From an optimization exercise on the open Yosys and OpenROAD flow, aimed at small area, a short achievable clock period and few clock cycles per item; shortcuts taken in it are not production practice. In this exercise RTL edits were held to simulation tests only and were not proved equivalent to the original. Power figures rest on the tool's default switching activity, not on a simulated workload.

Setup of run 1:
==> flow/design.v <==
package cache_pkg;
  typedef logic [9-1:0]  addr_t;   
  typedef logic [8-1:0]  data_t;   
  typedef logic [2-1:0]   tag_t;    
  typedef logic [7-1:0] index_t;  
  typedef enum logic [2:0] {
    line_i = 3'b000,  
    line_s = 3'b001,  
    line_e = 3'b010,  
    line_o = 3'b011,  
    line_m = 3'b100   
  } moesi_e;
  typedef enum logic [2:0] {
    op_none      = 3'd0,
    op_cpu_read  = 3'd1,
    op_cpu_write = 3'd2,
    op_dir_inv   = 3'd3,  
    op_dir_gets  = 3'd4   
  } op_e;
endpackage
module moesi_cache_top
(
  input  logic  clk,
  input  logic  rst_n,
  input  logic  cpu_read_req,
  input  cache_pkg::addr_t cpu_read_addr,
  output logic  cpu_read_ack,
  output cache_pkg::data_t cpu_read_data,
  input  logic  cpu_write_req,
  input  cache_pkg::addr_t cpu_write_addr,
  input  cache_pkg::data_t cpu_write_data,
  output logic  cpu_write_ack,
  output logic  read_s,
  output logic  read_ex,
  output cache_pkg::addr_t cache_req_addr,
  output logic  write_back,
  output cache_pkg::tag_t  wb_tag,
  output cache_pkg::data_t wb_data,
  input  logic  read_s_ack,
  input  logic  read_ex_ack,
  input  cache_pkg::data_t mem_data,
  input  logic  shared,
  input  logic  inv_req,
  input  cache_pkg::addr_t inv_addr,
  output logic  inv_ack,
  input  logic  gets_req,
  input  cache_pkg::addr_t gets_addr,
  output logic  gets_ack,
  output cache_pkg::data_t owned_data
);
  localparam int N = 128;
  logic [N-1:0]     v_mem, d_mem, x_mem;
  cache_pkg::tag_t  tag_mem  [N];
  cache_pkg::data_t data_mem [N];
  logic any_req;
  cache_pkg::addr_t sel_addr;
  assign any_req  = cpu_read_req | cpu_write_req | inv_req | gets_req;
  assign sel_addr = ({9{cpu_read_req}}  & cpu_read_addr)  |
                    ({9{cpu_write_req}} & cpu_write_addr) |
                    ({9{inv_req}}       & inv_addr)       |
                    ({9{gets_req}}      & gets_addr);
  logic [7:0]  rd_hi;
  logic [15:0] rd_lo;
  always_comb begin
    for (int j = 0; j < 8; j++)
      rd_hi[j] = (cpu_read_req  & (cpu_read_addr[6:4]  == j[2:0])) |
                 (cpu_write_req & (cpu_write_addr[6:4] == j[2:0])) |
                 (inv_req       & (inv_addr[6:4]       == j[2:0])) |
                 (gets_req      & (gets_addr[6:4]      == j[2:0]));
    for (int k = 0; k < 16; k++)
      rd_lo[k] = (cpu_read_req  & (cpu_read_addr[3:0]  == k[3:0])) |
                 (cpu_write_req & (cpu_write_addr[3:0] == k[3:0])) |
                 (inv_req       & (inv_addr[3:0]       == k[3:0])) |
                 (gets_req      & (gets_addr[3:0]      == k[3:0]));
  end
  logic [12:0] rd_grp [8];
  logic [12:0] rd_line;
  always_comb begin
    rd_line = '0;
    for (int j = 0; j < 8; j++) begin
      rd_grp[j] = '0;
      for (int k = 0; k < 16; k++)
        rd_grp[j] = rd_grp[j] | ({13{rd_lo[k]}} &
                    {v_mem[16*j+k], d_mem[16*j+k], x_mem[16*j+k], tag_mem[16*j+k], data_mem[16*j+k]});
      rd_line = rd_line | ({13{rd_hi[j]}} & rd_grp[j]);
    end
  end
  logic rd_v, rd_d, rd_x;
  assign rd_v = rd_line[12];
  assign rd_d = rd_line[11];
  assign rd_x = rd_line[10];
  logic busy;                             
  logic lk_rd, lk_wr, lk_inv, lk_gets;    
  logic w_rd, w_wr;                       
  cache_pkg::addr_t addr_q;
  cache_pkg::tag_t  l_tx;
  cache_pkg::data_t l_data;
  logic l_v, l_vd, l_vx, l_vdx;
  always_ff @(posedge clk) begin
    addr_q <= sel_addr;
    l_tx   <= rd_line[9:8] ^ sel_addr[8:7];
    l_data <= rd_line[7:0];
    l_v    <= rd_v;
    l_vd   <= rd_v & rd_d;
    l_vx   <= rd_v & rd_x;
    l_vdx  <= rd_v & (rd_d | rd_x);
  end
  logic eq, hit, rd_miss, wr_dir, fill_s, fill_x;
  assign eq      = (l_tx == 2'b00);
  assign hit     = l_v & eq;
  assign rd_miss = ~hit;                   
  assign wr_dir  = ~(eq & l_vx);           
  assign fill_s  = w_rd & read_s_ack;
  assign fill_x  = w_wr & read_ex_ack;
  always_ff @(posedge clk) begin
    if (!rst_n) begin
      busy    <= 1'b0;
      lk_rd   <= 1'b0;
      lk_wr   <= 1'b0;
      lk_inv  <= 1'b0;
      lk_gets <= 1'b0;
      w_rd    <= 1'b0;
      w_wr    <= 1'b0;
    end else begin
      lk_rd   <= ~busy & cpu_read_req;
      lk_wr   <= ~busy & cpu_write_req;
      lk_inv  <= ~busy & inv_req;
      lk_gets <= ~busy & gets_req;
      w_rd    <= (lk_rd & rd_miss) | (w_rd & ~read_s_ack);
      w_wr    <= (lk_wr & wr_dir)  | (w_wr & ~read_ex_ack);
      busy    <= ~busy ? any_req :
                 ((lk_rd & rd_miss) | (w_rd & ~read_s_ack) |
                  (lk_wr & wr_dir)  | (w_wr & ~read_ex_ack));
    end
  end
  logic wr_hit, we;
  logic v_n, d_n, x_n;
  cache_pkg::data_t data_n;
  assign wr_hit = lk_wr & eq & l_vx;
  assign we     = ~rst_n | ((lk_inv | lk_gets) & hit) | wr_hit | fill_s | fill_x;
  assign v_n    = rst_n & ~lk_inv;
  assign d_n    = lk_gets ? l_vd : ~w_rd;
  assign x_n    = ~lk_gets & ~(w_rd & shared);
  assign data_n = w_rd ? mem_data : (lk_gets ? l_data : cpu_write_data);
  logic [7:0]   wr_hi;
  logic [15:0]  wr_lo;
  logic [N-1:0] wr_row;
  always_comb begin
    for (int j = 0; j < 8; j++)  wr_hi[j] = ~rst_n | (addr_q[6:4] == j[2:0]);
    for (int k = 0; k < 16; k++) wr_lo[k] = ~rst_n | (addr_q[3:0] == k[3:0]);
    for (int i = 0; i < N; i++)  wr_row[i] = wr_hi[i/16] & wr_lo[i%16];
  end
  for (genvar i = 0; i < N; i++) begin : g_row
    always_ff @(posedge clk) begin
      if (we && wr_row[i]) begin
        v_mem[i]    <= v_n;
        d_mem[i]    <= d_n;
        x_mem[i]    <= x_n;
        tag_mem[i]  <= addr_q[8:7];
        data_mem[i] <= data_n;
      end
    end
  end
  assign cpu_read_ack   = (lk_rd & hit) | fill_s;
  assign cpu_write_ack  = wr_hit | fill_x;
  assign inv_ack        = lk_inv;
  assign gets_ack       = lk_gets;
  assign read_s         = (lk_rd & rd_miss) | w_rd;
  assign read_ex        = (lk_wr & wr_dir) | w_wr;
  assign write_back     = (lk_rd | lk_wr | w_rd | w_wr) & l_v & ~eq;
  assign cache_req_addr = addr_q;
  assign wb_tag         = l_tx ^ addr_q[8:7];
  assign wb_data        = l_data & {8{~lk_inv | (eq & l_vdx)}};
  assign owned_data     = l_data & {8{eq & l_vd}};
  assign cpu_read_data  = w_rd ? mem_data : l_data;
endmodule
Settings: LEC_CHECK=0, CAP_MARGIN=20, CORE_MARGIN=2, CORE_UTILIZATION=60, CTS_CLUSTER_DIAMETER=100, CTS_CLUSTER_SIZE=20, SETUP_SLACK_MARGIN=3.8, SLEW_MARGIN=20; clock period 7.0 ns.
run.sh (not shown) runs the stock make flow with config.mk's settings and CLKGATE_MAP_FILE= SYNTH_SCRIPT=/design/flow/synth_recipe.tcl, a recipe that flattens the netlist after the stock synthesis.
Run 1: all stages complete, timing, DRC and antenna checks passed
Testbench counts of run 1, summed over its fixed seeds: cycles 84,376, items 24,000.
What run 2 does differently from run 1 at the input level:
--- a/flow/config.mk
+++ b/flow/config.mk
@@ -11,4 +11,4 @@
 export CTS_CLUSTER_DIAMETER = 100
 export CTS_CLUSTER_SIZE = 20
-export SETUP_SLACK_MARGIN = 3.8
+export SETUP_SLACK_MARGIN = 3.0
 export SLEW_MARGIN = 20
[summary]
- Run 2 completed every stage of the flow, and the final layout passed the timing, design-rule and antenna checks.
- Run 2 can be clocked slower than run 1.
- Between run 1 and run 2, the number of post-CTS setup repair buffers is higher for run 1.
- Clock group share of total power, run 1 and run 2: higher on run 2
- Compared with run 1, run 2 shows number of antenna cells inserted lower by 1.
- The higher number of global-route vias before repair of run 1 and run 2 is in run 1.
- The final reports for run 2 and run 1 show area added between synthesis and finish lower in the former.
- The run with more routed wire is run 1, not run 2.
- Comparing the two runs side by side, run 2 comes out behind run 1 on relative max-transition margin.
- According to the power report, total power for run 2 is lower than for run 1.
Edits applied to the flow inputs when going from run 2 to run 3:
--- a/flow/config.mk
+++ b/flow/config.mk
@@ -11,4 +11,4 @@
 export CTS_CLUSTER_DIAMETER = 100
 export CTS_CLUSTER_SIZE = 20
-export SETUP_SLACK_MARGIN = 3.0
+export SETUP_SLACK_MARGIN = 3.4
 export SLEW_MARGIN = 20
### Flow results
Looking at part of the cycle the worst path needs across run 3 and run 2, the one that comes out lower is run 3.
Every stage of the flow completed for run 3, and the final layout passed the timing, design-rule and antenna checks.
Of the two candidates, run 2 has the worse maximum operating frequency and run 3 the better one.
Looking at worst-case setup slack after placement across run 3 and run 2, the one that comes out higher is run 2.
Summary of the comparison: peak fanout along the critical path is lower in run 3, relative to run 2.
Per the comparison of run 3 with run 2, met1 demand-to-capacity share in global routing +0.92 points, final non-filler cell total +1.8%.

## separate check: timing with driven ports
No port has a modelled driver above. Below, the same layouts with a new extraction and two added sets of constraints.
Step 1: set_driving_cell puts a clkbuf_16 on clk and a buf_2 on each other input, an assumption about the parent block.
Step 2 moves the port delays by t, midway between the first and last clock arrival at a register: inputs arrive t later, outputs are due t later. That takes back most of the time a late clock gives input paths.
a / b / c = ideal ports / drivers / drivers and shift; a / b = the first two.
run	t (ns)	setup WS [ns]	worst setup path after step 2	worst slew at a driven data input, ns
run 1	0.807	3.290 / 3.320 / 2.513	input to register	0.06
run 2	0.772	2.878 / 2.924 / 2.153	input to register	0.05
run 3	0.786	3.082 / 3.119 / 2.334	input to register	0.09
After both steps every run listed still meets setup and hold. For run 1, which loses most, drivers alone change the setup slack by +0.030 ns; drivers and shift together by -0.777 ns.
